This is an optimization exercise on Yosys and OpenROAD, whose aim is small area, not a production implementation.
Only simulation tests tie the RTL to the original design; equivalence was not proved.
Power is estimated from default activity; no workload was simulated.

$ cat flow/design.v
package dwpid_pkg;
	localparam int TICK_BITS = 16;
	localparam int DIV_NUM_BITS = 32;
	localparam int DIV_DEN_BITS = 16;
	localparam logic [2:0] CMD_FORWARD  = 3'd0;
	localparam logic [2:0] CMD_BACKWARD = 3'd1;
	localparam logic [2:0] CMD_LEFT     = 3'd2;
	localparam logic [2:0] CMD_RIGHT    = 3'd3;
	localparam logic [2:0] CMD_STOP     = 3'd4;
	localparam logic [1:0] DIR_STOP     = 2'd0;
	localparam logic [1:0] DIR_FORWARD  = 2'd1;
	localparam logic [1:0] DIR_BACKWARD = 2'd2;
	localparam logic [2:0] REG_KP    = 3'd0;
	localparam logic [2:0] REG_KI    = 3'd1;
	localparam logic [2:0] REG_KD    = 3'd2;
	localparam logic [2:0] REG_SCALE = 3'd3;
	localparam logic [2:0] REG_PWM   = 3'd4;
	localparam logic [2:0] REG_LIMIT = 3'd5;
	localparam logic [15:0] KP_RESET    = 16'd410;
	localparam logic [15:0] KI_RESET    = 16'd15;
	localparam logic [15:0] KD_RESET    = 16'd0;
	localparam logic [15:0] SCALE_RESET = 16'd256;
	localparam logic [15:0] PWM_RESET   = 16'd1000;
	localparam logic [14:0] LIMIT_RESET = 15'd670;
	typedef struct packed {
		logic [15:0] kp_centi;
		logic [15:0] ki_centi;
		logic [15:0] kd_centi;
		logic [15:0] velocity_scale;
		logic [15:0] pwm_max;
		logic [14:0] full_speed_limit;
	} cfg_t;
	typedef struct packed {
		logic [15:0]        duty;
		logic [1:0]         dir;
		logic signed [15:0] speed;
		logic signed [31:0] odometry;
	} lane_res_t;
endpackage
module dwpid_lane #(
	parameter bit LEFT = 1'b0
) (
	input  logic        clk,
	input  logic        arst_n,
	input  logic        c_load,
	input  logic        c_neg,
	input  logic        c_mul1,
	input  logic        c_meas,
	input  logic        c_pid,
	input  logic        c_clip,
	input  logic        c_div1,
	input  logic        c_mul2,
	input  logic        c_div2,
	input  logic        c_done,
	input  logic [5:0]  k,
	input  logic        ge17,
	input  logic        ge18,
	input  logic        ge19,
	input  logic        ge23,
	input  logic [1:0]  sub,
	input  logic        step,
	input  logic        last,
	input  logic [15:0] km,
	input  logic        p_bit,
	input  logic        n_bit,
	input  logic        spd_bit,
	input  logic        spd_min,
	input  logic [15:0] ticks,
	input  logic        tgtneg,
	input  logic        run,
	input  logic        fresh_od,
	input  logic        fresh_pid,
	input  logic        tseen,
	output logic [15:0] duty,
	output logic [1:0]  dir,
	output logic [15:0] speed,
	output logic [31:0] odometry
);
	logic [18:0] s_q;
	logic [15:0] q_q;
	logic [15:0] sp_q;
	logic [31:0] od_q;
	logic [22:0] acc_q;
	logic [16:0] e1_q, e2_q;
	logic tsign_sf, seen, c1, ovf_hi, e16_lo;
	logic ca, cu, cc, ct, c_a, c_b;
	logic tsign, ovf, e16, hi, lo, qseen, mseen, fseen, oc, ec, s1, s2, accs, sf, c_lat;
	assign tsign = tsign_sf;
	assign sf    = tsign_sf;
	assign ovf   = ovf_hi;
	assign hi    = ovf_hi;
	assign s1    = ovf_hi;
	assign e16   = e16_lo;
	assign lo    = e16_lo;
	assign s2    = e16_lo;
	assign accs  = c1;
	assign qseen = seen;
	assign mseen = seen;
	assign fseen = seen;
	assign c_lat = seen;    
	assign oc    = c1;
	assign ec    = c1;
	logic k_lt16;
	assign k_lt16 = (k[5:4] == 2'b00);
	logic        div;
	logic        x, xneg;
	logic [18:0] a_in, b_in, sum;
	logic        cin;
	logic        sneg;
	assign div  = c_div1 | c_div2;
	assign sneg = s_q[18];
	logic eb, e1b, e2b, sa, su, sc;
	assign eb  = q_q[0];
	logic wr_e;
	assign wr_e = c_pid & (sub == 2'd0) & ~ge17;
	assign e1b = ge17 ? s1 : (e1_q[0] & ~fresh_pid);
	assign e2b = ge17 ? s2 : (e2_q[0] & ~fresh_pid);
	assign sa  = eb ^ ~e1b ^ ca;
	assign su  = e1b ^ ~e2b ^ cu;
	assign sc  = sa ^ ~su ^ cc;
	always_comb begin
		x = 1'b0;
		xneg = 1'b0;
		if (c_mul1) x = k_lt16 & q_q[0];
		if (c_mul2) x = q_q[0];
		if (c_pid && !ge19) begin
			x = (sub == 2'd0) ? sa : (sub == 2'd1) ? eb : c_lat;
			xneg = (k == 6'd18);
		end
	end
	logic b_en, b_inv;
	logic div_add;
	assign div_add = div & (k != 6'd0);
	assign b_en  = div_add | x;
	assign b_inv = div ? ~sneg : xneg;
	assign a_in  = s_q;
	logic b_pos, b_neg;
	assign b_pos = b_en & ~b_inv;
	assign b_neg = b_en & b_inv;
	assign b_in  = {{3{b_neg}}, ({16{b_pos}} & km) | ({16{b_neg}} & ~km)};
	assign cin   = b_en & b_inv;
	logic [19:0] cy;
	assign cy[0] = cin;
	for (genvar i = 0; i < 19; i++) begin : g_add
		assign sum[i]  = a_in[i] ^ b_in[i] ^ cy[i];
		assign cy[i+1] = (a_in[i] & b_in[i]) | (a_in[i] & cy[i]) | (b_in[i] & cy[i]);
	end
	logic        sgn_sh;
	logic [18:0] sr;
	assign sgn_sh = c_pid & ge18;
	assign sr     = {sgn_sh & sum[18], sum[18:1]};
	logic od_en, dsrc, db, od_s;
	assign od_en = c_neg | (c_mul1 & k_lt16);
	assign dsrc  = c_neg ? q_q[0] : tsign;
	assign db    = LEFT ? ~dsrc : dsrc;
	logic od0;
	assign od0   = od_q[0] & ~fresh_od;
	assign od_s  = od0 ^ db ^ oc;
	logic negbit;
	assign negbit = tsign ? (q_q[0] ^ qseen) : q_q[0];
	logic dneg, v, m, t, eraw, eclip, ebit;
	assign dneg  = LEFT ? ~tsign : tsign;
	assign v     = ovf ? (k == 6'd15) : q_q[0];
	assign m     = (k == 6'd16) ? sp_q[15] :
	               dneg ? (v ^ mseen) : (ovf ? (k != 6'd15) : q_q[0]);
	assign t     = tgtneg ? (spd_bit ^ tseen) : spd_bit;
	assign eraw  = t ^ ~m ^ ec;
	assign eclip = tgtneg & spd_min & dneg & ovf;
	assign ebit  = eclip ? k_lt16 : eraw;
	logic dd, accb, tb, za, zb;
	assign dd   = sum[0];
	assign accb = ge23 ? accs : (acc_q[0] & ~fresh_pid);
	assign tb   = accb ^ dd ^ ct;
	assign za   = p_bit ^ ~tb ^ c_a;
	assign zb   = tb ^ p_bit ^ c_b;
	logic f, g;
	assign f = hi ? p_bit : lo ? n_bit : acc_q[0];
	assign g = sf ? (f ^ fseen) : f;
	logic s_clr, s_sl, s_sm, s_sr;
	assign s_clr = c_load | (c_pid & step & (k == 6'd40)) | (c_div1 & last);
	assign s_sl  = ~s_clr & div;
	assign s_sm  = ~s_clr & c_pid & ~step;
	assign s_sr  = ~s_clr & ~div & ~(c_pid & ~step);
	logic q_shr, q_top;
	assign q_shr = c_neg | c_mul1 | c_mul2 | (c_meas & k_lt16) | (c_pid & step) | c_clip;
	always_comb begin
		q_top = sum[0];                     
		if (c_neg) q_top = negbit;
		if (c_meas) q_top = ebit & run;
		if (c_pid) q_top = (k[5] | k[4]) ? q_q[15] : e16;
	end
	function automatic logic maj(input logic a, input logic b, input logic c);
		maj = (a & b) | (a & c) | (b & c);
	endfunction
	always_ff @(posedge clk) begin
		e1_q <= {wr_e ? eb : e1_q[0], e1_q[16:1]};
		e2_q <= {wr_e ? e1b : e2_q[0], e2_q[16:1]};
		if (od_en) od_q <= {od_s, od_q[31:1]};
		if (c_pid && step) begin
			if (!ge23) acc_q <= {tb, acc_q[22:1]};
		end
		if (c_clip) acc_q <= {f, acc_q[22:1]};
	end
	always_ff @(posedge clk) begin
		s_q <= ({19{s_sl}} & {sum[17:0], q_q[15]}) | ({19{s_sm}} & sum)
		       | ({19{s_sr}} & (sr | {12'd0, c_clip & g, 6'd0}));
		if (c_load) q_q <= ticks;
		else if (div) q_q <= {q_q[14:0], ~sum[18]};
		else if (q_shr) q_q <= {q_top, q_q[15:1]};
		if (c_meas && k_lt16) sp_q <= {m, sp_q[15:1]};
		if (c_load) begin
			tsign_sf <= ticks[15];
			seen     <= 1'b0;
			c1       <= LEFT;
		end
		if (c_neg) seen <= seen | q_q[0];
		if (od_en) c1 <= maj(od0, db, oc);
		if (c_mul1 && k == 6'd23) begin
			ovf_hi <= |s_q;
			seen   <= 1'b0;
			c1     <= 1'b1;
		end
		if (c_meas) begin
			seen <= seen | v;
			c1   <= maj(t, ~m, ec);
			if (k == 6'd16) begin
				e16_lo <= ebit;
				ca  <= 1'b1;
				cu  <= 1'b1;
				cc  <= 1'b1;
				ct  <= 1'b0;
				c_a <= 1'b1;
				c_b <= 1'b0;
			end
		end
		if (c_pid && sub == 2'd0 && !ge19) begin
			ca    <= maj(eb, ~e1b, ca);
			cu    <= maj(e1b, ~e2b, cu);
			cc    <= maj(sa, ~su, cc);
			seen  <= sc;
			if (k == 6'd16) begin
				ovf_hi <= e1b;
				e16_lo <= e2b;
			end
		end
		if (c_pid && step) begin
			ct  <= maj(accb, dd, ct);
			c_a <= maj(p_bit, ~tb, c_a);
			c_b <= maj(tb, p_bit, c_b);
			if (k == 6'd22) c1 <= accb;
			if (k == 6'd40) begin
				ovf_hi <= za;
				e16_lo <= zb;
				tsign_sf <= za ? 1'b0 : zb ? 1'b1 : acc_q[22];
				seen   <= 1'b0;
			end
		end
		if (c_clip) seen <= seen | f;
	end
	assign duty     = q_q;
	logic nz;
	assign nz       = |q_q;
	assign dir      = {nz & sf, nz & ~sf};
	assign speed    = sp_q;
	assign odometry = od_q;
endmodule
module dual_wheel_incremental_pid_drive #(
	parameter int TICK_BITS = dwpid_pkg::TICK_BITS
) (
	input  logic                        clk,
	input  logic                        arst_n,
	input  logic                        psel,
	input  logic                        penable,
	input  logic                        pwrite,
	input  logic [4:0]                  paddr,
	input  logic [31:0]                 pwdata,
	output logic [31:0]                 prdata,
	output logic                        pready,
	input  logic                        in_valid,
	output logic                        in_stall,
	input  logic [2:0]                  cmd,
	input  logic signed [15:0]          speed,
	input  logic signed [TICK_BITS-1:0] left_ticks,
	input  logic signed [TICK_BITS-1:0] right_ticks,
	output logic                        out_valid,
	input  logic                        out_stall,
	output logic [15:0]                 left_duty,
	output logic [1:0]                  left_dir,
	output logic [15:0]                 right_duty,
	output logic [1:0]                  right_dir,
	output logic signed [15:0]          left_speed,
	output logic signed [15:0]          right_speed,
	output logic signed [31:0]          left_odometry,
	output logic signed [31:0]          right_odometry
);
	dwpid_pkg::cfg_t cfg_q;
	assign pready = 1'b1;
	dwpid_pkg::cfg_t cfg_r;
	logic [5:0]      rst_f;
	logic            wr;
	assign wr = psel && penable && pwrite;
	always_ff @(posedge clk or negedge arst_n) begin
		if (!arst_n) begin
			rst_f <= '1;
		end else if (wr) begin
			unique case (paddr[4:2])
				dwpid_pkg::REG_KP:    rst_f[0] <= 1'b0;
				dwpid_pkg::REG_KI:    rst_f[1] <= 1'b0;
				dwpid_pkg::REG_KD:    rst_f[2] <= 1'b0;
				dwpid_pkg::REG_SCALE: rst_f[3] <= 1'b0;
				dwpid_pkg::REG_PWM:   rst_f[4] <= 1'b0;
				dwpid_pkg::REG_LIMIT: rst_f[5] <= 1'b0;
				default: ;
			endcase
		end
	end
	always_ff @(posedge clk) begin
		if (wr) begin
			unique case (paddr[4:2])
				dwpid_pkg::REG_KP:    cfg_r.kp_centi         <= pwdata[15:0];
				dwpid_pkg::REG_KI:    cfg_r.ki_centi         <= pwdata[15:0];
				dwpid_pkg::REG_KD:    cfg_r.kd_centi         <= pwdata[15:0];
				dwpid_pkg::REG_SCALE: cfg_r.velocity_scale   <= pwdata[15:0];
				dwpid_pkg::REG_PWM:   cfg_r.pwm_max          <= pwdata[15:0];
				dwpid_pkg::REG_LIMIT: cfg_r.full_speed_limit <= pwdata[14:0];
				default: ;
			endcase
		end
	end
	assign cfg_q.kp_centi         = rst_f[0] ? dwpid_pkg::KP_RESET    : cfg_r.kp_centi;
	assign cfg_q.ki_centi         = rst_f[1] ? dwpid_pkg::KI_RESET    : cfg_r.ki_centi;
	assign cfg_q.kd_centi         = rst_f[2] ? dwpid_pkg::KD_RESET    : cfg_r.kd_centi;
	assign cfg_q.velocity_scale   = rst_f[3] ? dwpid_pkg::SCALE_RESET : cfg_r.velocity_scale;
	assign cfg_q.pwm_max          = rst_f[4] ? dwpid_pkg::PWM_RESET   : cfg_r.pwm_max;
	assign cfg_q.full_speed_limit = rst_f[5] ? dwpid_pkg::LIMIT_RESET : cfg_r.full_speed_limit;
	logic [5:0][15:0] reg_raw;
	logic [5:0][15:0] reg_rst;
	assign reg_raw[0] = cfg_r.kp_centi;
	assign reg_raw[1] = cfg_r.ki_centi;
	assign reg_raw[2] = cfg_r.kd_centi;
	assign reg_raw[3] = cfg_r.velocity_scale;
	assign reg_raw[4] = cfg_r.pwm_max;
	assign reg_raw[5] = {1'b0, cfg_r.full_speed_limit};
	assign reg_rst[0] = dwpid_pkg::KP_RESET;
	assign reg_rst[1] = dwpid_pkg::KI_RESET;
	assign reg_rst[2] = dwpid_pkg::KD_RESET;
	assign reg_rst[3] = dwpid_pkg::SCALE_RESET;
	assign reg_rst[4] = dwpid_pkg::PWM_RESET;
	assign reg_rst[5] = {1'b0, dwpid_pkg::LIMIT_RESET};
	function automatic logic [15:0] regsel(input logic [5:0] sel, input logic [5:0] rf,
	                                       input logic [5:0][15:0] raw,
	                                       input logic [5:0][15:0] rst);
		regsel = '0;
		for (int r = 0; r < 6; r++) begin
			regsel = regsel | ({16{sel[r] & ~rf[r]}} & raw[r]) | ({16{sel[r] & rf[r]}} & rst[r]);
		end
	endfunction
	logic [5:0] psel_r;
	for (genvar r = 0; r < 6; r++) begin : g_psel
		assign psel_r[r] = (paddr[4:2] == 3'(r));
	end
	assign prdata = {16'd0, regsel(psel_r, rst_f, reg_raw, reg_rst)};
	typedef enum logic [3:0] {
		PH_IDLE = 4'd0, PH_NEG = 4'd1, PH_MEAS = 4'd2, PH_WAIT = 4'd3, PH_PID = 4'd4,
		PH_CLIP = 4'd5, PH_DONE = 4'd6, PH_MUL1 = 4'd8, PH_MUL2 = 4'd9, PH_DIV1 = 4'd12,
		PH_DIV2 = 4'd13
	} ph_t;
	ph_t        ph_q;
	logic [5:0] k_q;
	logic [1:0] sub_q;
	logic       out_valid_q;
	logic [4:0] r17_q;
	always_ff @(posedge clk or negedge arst_n) begin
		if (!arst_n) r17_q <= '0;
		else r17_q <= (r17_q == 5'd16) ? 5'd0 : r17_q + 5'd1;
	end
	logic       start, step, last, run;
	assign start = (ph_q == PH_IDLE) && in_valid && (!out_valid_q || !out_stall);
	assign run   = (cmd <= dwpid_pkg::CMD_RIGHT);
	logic ge17, ge18, ge19, ge23;
	assign ge17 = k_q[5] | (k_q[4] & (|k_q[3:0]));
	assign ge18 = k_q[5] | (k_q[4] & (|k_q[3:1]));
	assign ge19 = k_q[5] | (k_q[4] & (k_q[3] | k_q[2] | (k_q[1] & k_q[0])));
	assign ge23 = k_q[5] | (k_q[4] & (k_q[3] | (k_q[2] & k_q[1] & k_q[0])));
	assign step  = (ph_q == PH_PID) ? (ge19 || (sub_q == 2'd2)) : 1'b1;
	assign last  = (k_q == 6'd16);
	always_ff @(posedge clk or negedge arst_n) begin
		if (!arst_n) begin
			ph_q        <= PH_IDLE;
			k_q         <= '0;
			sub_q       <= '0;
			out_valid_q <= 1'b0;
		end else begin
			if (out_valid_q && !out_stall) out_valid_q <= 1'b0;
			k_q <= k_q + 6'd1;
			unique case (ph_q)
				PH_IDLE: begin
					k_q <= '0;
					if (start) ph_q <= PH_NEG;
				end
				PH_NEG: if (k_q == 6'd15) begin ph_q <= PH_MUL1; k_q <= '0; end
				PH_MUL1: if (k_q == 6'd23) begin ph_q <= PH_MEAS; k_q <= '0; end
				PH_MEAS: if (k_q == 6'd16) begin
					ph_q <= run ? PH_WAIT : PH_DONE;
					k_q  <= '0;
					sub_q <= '0;
				end
				PH_WAIT: begin
					k_q <= '0;
					if (r17_q == 5'd16) ph_q <= PH_PID;
				end
				PH_PID: begin
					if (!step) begin
						k_q   <= k_q;
						sub_q <= sub_q + 2'd1;
					end else begin
						sub_q <= '0;
						if (k_q == 6'd40) begin ph_q <= PH_CLIP; k_q <= '0; end
					end
				end
				PH_CLIP: if (k_q == 6'd22) begin ph_q <= PH_DIV1; k_q <= '0; end
				PH_DIV1: if (k_q == 6'd16) begin ph_q <= PH_MUL2; k_q <= '0; end
				PH_MUL2: if (k_q == 6'd15) begin ph_q <= PH_DIV2; k_q <= '0; end
				PH_DIV2: if (k_q == 6'd16) begin ph_q <= PH_DONE; k_q <= '0; end
				PH_DONE: begin
					ph_q        <= PH_IDLE;
					out_valid_q <= 1'b1;
				end
				default: ph_q <= PH_IDLE;
			endcase
		end
	end
	assign in_stall  = (ph_q != PH_DONE);
	assign out_valid = out_valid_q;
	logic        lim_zero;
	assign lim_zero = rst_f[5] ? 1'b0 : (cfg_r.full_speed_limit == 15'd0);
	logic [5:0]  ksel;
	logic [15:0] km;
	assign ksel[0] = (ph_q == PH_PID) && (sub_q == 2'd0);
	assign ksel[1] = (ph_q == PH_PID) && (sub_q == 2'd1);
	assign ksel[2] = (ph_q == PH_PID) && (sub_q == 2'd2);
	assign ksel[3] = (ph_q == PH_MUL1);
	assign ksel[4] = (ph_q == PH_MUL2);
	assign ksel[5] = (ph_q == PH_DIV2);
	assign km = regsel(ksel, rst_f, reg_raw, reg_rst)
	          | {15'd0, ksel[5] & lim_zero}
	          | ((ph_q == PH_DIV1) ? 16'd100 : 16'd0);
	logic       gbit, p_bit, n_bit, nseen;
	logic [3:0] dl;
	logic [1:0] pc;
	logic        pu;
	logic [16:0] lvr, lvc;
	logic        gr, gc;
	assign lvr  = {cfg_r.full_speed_limit[14:1], cfg_r.full_speed_limit[0] | lim_zero, 2'b00};
	assign lvc  = {dwpid_pkg::LIMIT_RESET, 2'b00};
	assign gr   = k_q[5] ? 1'b0 : k_q[4] ? ((k_q[3:0] == 4'd0) & lvr[16]) : lvr[k_q[3:0]];
	assign gc   = k_q[5] ? 1'b0 : k_q[4] ? ((k_q[3:0] == 4'd0) & lvc[16]) : lvc[k_q[3:0]];
	assign gbit = rst_f[5] ? gc : gr;
	assign pu    = gbit ^ dl[2] ^ pc[0];
	assign p_bit = pu ^ dl[3] ^ pc[1];
	assign n_bit = p_bit ^ nseen;
	always_ff @(posedge clk) begin
		if ((ph_q == PH_MEAS && k_q == 6'd16) || (ph_q == PH_PID && k_q == 6'd40 && step)) begin
			dl    <= '0;
			pc    <= '0;
			nseen <= 1'b0;
		end else if ((ph_q == PH_PID || ph_q == PH_CLIP) && step) begin
			dl    <= {dl[2:0], gbit};
			pc    <= {(pu & dl[3]) | (pc[1] & (pu ^ dl[3])),
			          (gbit & dl[2]) | (pc[0] & (gbit ^ dl[2]))};
			nseen <= nseen | p_bit;
		end
	end
	logic fresh_od, fresh_pid, tseen;
	always_ff @(posedge clk or negedge arst_n) begin
		if (!arst_n) begin
			fresh_od  <= 1'b1;
			fresh_pid <= 1'b1;
		end else begin
			if (ph_q == PH_MUL1 && k_q == 6'd15) fresh_od <= 1'b0;
			if (ph_q == PH_PID && k_q == 6'd40 && step) fresh_pid <= 1'b0;
		end
	end
	always_ff @(posedge clk) begin
		if (ph_q == PH_MEAS) tseen <= tseen | spd_bit;
		else tseen <= 1'b0;
	end
	logic spd_bit, spd_min;
	assign spd_bit = speed[(k_q[4]) ? 4'd15 : k_q[3:0]];
	assign spd_min = (speed == 16'sh8000);
	logic ltn, rtn;
	assign ltn = (cmd == dwpid_pkg::CMD_BACKWARD) || (cmd == dwpid_pkg::CMD_LEFT);
	assign rtn = (cmd == dwpid_pkg::CMD_BACKWARD) || (cmd == dwpid_pkg::CMD_RIGHT);
	logic c_load, c_neg, c_mul1, c_meas, c_pid, c_clip, c_div1, c_mul2, c_div2, c_done;
	assign c_load = start;
	assign c_neg  = (ph_q == PH_NEG);
	assign c_mul1 = (ph_q == PH_MUL1);
	assign c_meas = (ph_q == PH_MEAS);
	assign c_pid  = (ph_q == PH_PID);
	assign c_clip = (ph_q == PH_CLIP);
	assign c_div1 = (ph_q == PH_DIV1);
	assign c_mul2 = (ph_q == PH_MUL2);
	assign c_div2 = (ph_q == PH_DIV2);
	assign c_done = (ph_q == PH_DONE);
	dwpid_lane #(.LEFT(1'b1)) u_left (
		.clk, .arst_n, .c_load, .c_neg, .c_mul1, .c_meas, .c_pid, .c_clip, .c_div1, .c_mul2,
		.c_div2, .c_done, .k(k_q), .ge17, .ge18, .ge19, .ge23, .sub(sub_q), .step, .last, .km, .p_bit, .n_bit, .spd_bit,
		.spd_min, .ticks(left_ticks), .tgtneg(ltn), .run, .fresh_od, .fresh_pid, .tseen,
		.duty(left_duty), .dir(left_dir), .speed(left_speed), .odometry(left_odometry)
	);
	dwpid_lane #(.LEFT(1'b0)) u_right (
		.clk, .arst_n, .c_load, .c_neg, .c_mul1, .c_meas, .c_pid, .c_clip, .c_div1, .c_mul2,
		.c_div2, .c_done, .k(k_q), .ge17, .ge18, .ge19, .ge23, .sub(sub_q), .step, .last, .km, .p_bit, .n_bit, .spd_bit,
		.spd_min, .ticks(right_ticks), .tgtneg(rtn), .run, .fresh_od, .fresh_pid, .tseen,
		.duty(right_duty), .dir(right_dir), .speed(right_speed), .odometry(right_odometry)
	);
endmodule
$ cat flow/flow/run.sh
#!/bin/bash
# The standard layout (standard.sh) with three options changed:
#  - synthesis runs flow/my_synth.tcl: the standard synthesis script, except that the
#    technology mapping uses Yosys's own (area-oriented) ABC script instead of ORFS's
#    delay-oriented one; registers, their names and cell types are unchanged;
#  - the port buffers are the smallest buffer cell;
#  - clock tree synthesis uses clkbuf_4 leaf clusters of up to 8 sinks and no dummy loads.
# All tool output goes to standard.log here and to ORFS's per-step logs under orfs/logs.
set -euo pipefail
HERE=$(pwd)
export BUFFER_PORTS_ARGS="-buffer_cell sky130_fd_sc_hd__buf_1"
export CTS_ARGS="-sink_clustering_enable -repair_clock_nets -sink_clustering_size 8 -sink_clustering_max_diameter 60 -buf_list sky130_fd_sc_hd__clkbuf_4 -dont_use_dummy_load"
bash standard.sh SYNTH_SCRIPT="$HERE/flow/my_synth.tcl" finish > standard.log 2>&1
$ cat flow/flow/my_synth.tcl
proc synth {args} { yosys synth -nofsm -noshare {*}$args }
# Same as synth_recipe.tcl (the standard synthesis), with ABC called without the ORFS script,
# constraint file and delay target.
# Technology mapping with Yosys's own ABC script for liberty mapping (area oriented), in place of
# ORFS's delay-oriented script; the -liberty and -dont_use arguments are kept.
proc abc {args} {
  set keep {}
  set i 0
  while {$i < [llength $args]} {
    set a [lindex $args $i]
    if {$a eq "-liberty" || $a eq "-dont_use"} {
      lappend keep $a [lindex $args [expr {$i + 1}]]
      incr i 2
    } elseif {$a eq "-script" || $a eq "-constr" || $a eq "-D"} {
      incr i 2
    } else {
      lappend keep $a
      incr i
    }
  }
  yosys abc {*}$keep
}
source $::env(SCRIPTS_DIR)/synth.tcl
# left out here: clear keep_hierarchy, flatten, clean up, hide names made inside functions, write 1_2_yosys.v
$ cat flow/standard.sh
#!/bin/bash
# synth_recipe.tcl (not shown) runs the flow's synth.tcl, then flattens the netlist and writes it again
# the make line also repeats each setting of config.mk as NAME=value (left out here)
make -C /OpenROAD-flow-scripts/flow DESIGN_CONFIG=/design/flow/config.mk WORK_HOME=/design/flow/orfs CLKGATE_MAP_FILE= SYNTH_SCRIPT=/design/flow/synth_recipe.tcl "${@:-finish}"
$ cat flow/config.mk
export PLATFORM = sky130hd
export DESIGN_NAME = dual_wheel_incremental_pid_drive
export DESIGN_NICKNAME = dual_wheel_incremental_pid_drive
export VERILOG_FILES = /design/flow/design.v
export SDC_FILE = /design/flow/constraint.sdc
export NUM_CORES = 4
export LEC_CHECK = 0
export CAP_MARGIN = 20
export CORE_MARGIN = 2
export CORE_UTILIZATION = 40
export SLEW_MARGIN = 20
$ cat flow/constraint.sdc
create_clock -name core_clock -period 12.0 [get_ports {clk}]
set_input_delay 2.4000 -clock core_clock [delete_from_list [all_inputs] [get_ports {clk}]]
set_output_delay 2.4000 -clock core_clock [all_outputs]
set_load 0.01 [all_outputs]
==> summary.txt <==
==> where the power goes <==
part / internal (uW) / leakage (uW) / switching [uW] / total (uW)
logic: 201 / 0.00303 / 253 / 454
registers: 1650 / 0.00381 / 52.5 / 1700
clock network: 231 / 0.000281 / 465 / 696
==> cells by family after synthesis <==
family / Yosys count / synth area share
AND/OR/NAND/NOR: 415 / 0.107
other: 2 / 0.000418
adder cells (fa/ha/maj): 71 / 0.0720
XOR/XNOR: 10 / 0.00487
buffers and inverters: 95 / 0.0238
flip-flops: 431 / 0.645
multiplexers: 39 / 0.0240
AO/OA/AOI/OAI: 305 / 0.123
==> sequential cells by signal (all words and copies together) (netlist names), 16 cells and up <==
name / flops
cfg_r: 95
u_left.od_q: 32
u_right.od_q: 32
u_left.acc_q: 23
u_right.acc_q: 23
u_left.s_q: 19
u_right.s_q: 19
u_left.e1_q: 17
u_left.e2_q: 17
u_right.e1_q: 17
u_right.e2_q: 17
u_left.q_q: 16
u_left.sp_q: 16
u_right.q_q: 16
u_right.sp_q: 16
==> per-layer routing <==
layer	wire, um	up-vias	share of wire	GRT usage
met5	13	-	0.00026	0
met4	1490	2	0.030	0.0788
met3	4720	101	0.096	0.0455
met2	22700	700	0.46	0.328
met1	20400	6347	0.41	0.281
li1	-	5859	-	-
==> timing repair <==
item / CTS / global route
resized for setup: 0 / 5
hold endpoints to repair: 0 / 0
setup endpoints to repair: 0 / 8
==> area by class of cell <==
class                      count  area, sq um
tap                          592          741
inverter                      76          289
sequential                   431        11600
antenna                        2         5.00
clock buffer                  61          458
timing repair buffer         271         1190
fill                        4078        24000
multi-input combinational    857         6090
==> worst reg2reg max path: cells and delay by family (launching register included) <==
kind | cells | cell delay, ns
multiplexers | 2 | 0.29
buffers and inverters | 3 | 0.38
flip-flops | 1 | 0.39
AND/OR/NAND/NOR | 4 | 1.00
AO/OA/AOI/OAI | 4 | 0.76
adder cells (fa/ha/maj) | 19 | 8.03
XOR/XNOR | 2 | 0.36
==> worst min path at each step <==
stage / to / depth (start not counted)
after floorplan: u_left.e1_q[0] / 0
after global placement: u_left.e2_q[5] / 0
after CTS: u_left.e2_q[3] / 0
after global routing: u_left.e2_q[3] / 0
final: u_left.e2_q[3] / 0
after detailed placement: u_right.e2_q[13] / 0
==> through the flow <==
stage	setup TNS [ns]	util	std cells	hold slack (ns)	cell area (sq um)
floorplan	0	-	1383	0.310	18000
global placement	0	0.448	2227	0.310	19900
detailed placement	0	0.448	2227	0.312	19900
CTS	0	0.459	2288	0.201	20300
global route	-0.0141	0.459	2289	0.198	20400
finish	0	0.459	2290	0.209	20400
==> layout by cell type, fill, tap and decap left out, drive strengths merged, types with 8 or more instances in the layout <==
cell type and instances:
mux2i 34, nand3 23, a22oi 40, nor2 131, nand2 133, o22ai 22, a221oi 13, nand4 14
nor2b 16, o21ai 55, nor3 14, a222oi 59, nand2b 11, a21oi 44, buf 270, conb 17
and3 12, xnor2 8, ha 17, edfxtp 281, clkbuf 62, nor4 22, a211oi 15, dfstp 8
clkinv 74, dfrtp 18, dfxtp 124, and2 12, fa 54
==> results.sh <==
export IMPL_outcome="timing/DRC/antenna clean"
export IMPL_yosys_area_top_type="edfxtp_1"
export IMPL_drc=0
export IMPL_die_h_um=216
export IMPL_r2r_cells=34
export IMPL_yosys_top_cells_area="edfxtp_1 47%, dfxtp_1 14%, fa_1 6.0%"
export IMPL_crit_start="k_q[2]"
export IMPL_synth_area_per_cell_sq_um=13.1
export IMPL_cts_tree="done"
export IMPL_dpl_hpwl_um=34700
export IMPL_die_area_sq_mm=0.0466
export IMPL_min_delay_path_class="register to register"
export IMPL_die_w_um=216
export IMPL_fin_nets=1864
export IMPL_critical_path_buf_inv_count=3
export IMPL_routed_wl_um=49300
export IMPL_reg2reg_to="u_right.s_q[18]"
export IMPL_endpoint_kind="register"
export IMPL_syn_to_final_growth_pct=13.3
export IMPL_crit_top_cell="fa_1"
export IMPL_core_area_sq_mm=0.0443
export IMPL_ys_ff_latch=431
export IMPL_min_period_over_period=0.950
export IMPL_io_pins=262
export IMPL_setup_viol=0
export IMPL_synth_most_common_cell="edfxtp_1"
export IMPL_crit_type="register to register"
export IMPL_synth_top_area_frac=0.470
export IMPL_timing_fmax_mhz=87.7
export IMPL_p_per_area_mw_per_mm2=140
export IMPL_antenna_found_initial=3
export IMPL_worst_path_stages=34
export IMPL_synth_commonest_cells="281 x edfxtp_1, 133 x nand2_1, 131 x nor2_1"
export IMPL_detail_route_wl_per_cell_um=21.5
export IMPL_ctsRootBufferMaster="clkbuf_4"
export IMPL_hold_viol_final=0
export IMPL_r2r_slack_ns=0.60
export IMPL_rr_startpoint="k_q[2]"
export IMPL_initial_core_util=0.405
export IMPL_path_delay_family="adder cells"
export IMPL_drv_cap=0
export IMPL_crit_path_end="u_right.s_q[18]"
export IMPL_path_clk_slew_ns=0.10
export IMPL_syn_cell_area_sq_mm=0.0180
export IMPL_ys_seq_area_frac=0.645
export IMPL_finalPower_uw=2850
export IMPL_grt_ovfl_total=0
export IMPL_finalMaxSlewViolations=0
export IMPL_ant_nets=0
export IMPL_vdd_ir_drop_max_mv=0.0814
export IMPL_avgViaCountPerCell=5.68
export IMPL_hold_buffers=0
export IMPL_tightest_slew_ns=1.09
export IMPL_cts_max_level=2
export IMPL_syn_inst=1368
export IMPL_rows=77
export IMPL_dp_slack_ns=0.441
export IMPL_num_vias=13009
export IMPL_grt_pass1_vias=12523
export IMPL_fin_crit_ns=11.40
export IMPL_synth_enable_flop_cells=281
export IMPL_required_ns=12.61
export IMPL_drt_pass1_iter_count=7
export IMPL_async_flop_share=0.0603
export IMPL_cp_start_kind="register"
export IMPL_p_leak_uw=0.00712
export IMPL_grt_max_degree=65
export IMPL_slew_headroom=0.270
export IMPL_ys_warn_count=3
export IMPL_synth_ff_type="edfxtp_1"
export IMPL_drive_above_1_share=0.0784
export IMPL_numCtsBuffers=61
export IMPL_initialDrtViolationCount=1597
export IMPL_port_buffer_count=226
export IMPL_cp_max_fo=12
export IMPL_cts_setup_buffers=0
export IMPL_worst_path_max_delay_cell="fa_1"
export IMPL_yosysUniqueCellTypes=61
export IMPL_cts_sinks=431
export IMPL_cts_buffer_depth=3
export IMPL_track_usage=0.207
export IMPL_finalClockSkew_ns=0.146
export IMPL_clock_latency_ns=0.84
export IMPL_arrival_ns=12.01
export IMPL_gp_congestion=0.925
export IMPL_worst_slack_ns=0.600
export IMPL_grt_pass1_wl_um=74500
export IMPL_hold_start="u_left.e2_q[4]"
export IMPL_critPathMaxStageDelay_ns=0.54

==> re-timing with driven ports <==
Ports are ideal in the flow. The routed layout listed here was re-timed in OpenROAD.
Step 1, drivers: a clkbuf_16 drives clk and a buf_2 each remaining input, both assumed.
Step 2 also shifts input and output timing later by t, the mid clock arrival at the registers, as if the neighbouring blocks saw the same clock.
Three values: ideal ports, drivers, drivers and shift; two values: the first two.
t (ns): 0.807
setup WS [ns]: 0.600 / 0.600 / 0.600
worst setup path after step 2: register to register
clock arrival spread, ns: 0.148 / 0.148
pins driven straight from the clock port: 1
After both steps setup and hold are still met in this run. For this run, drivers alone change the setup slack by 0.000 ns; drivers and shift together by 0.000 ns.
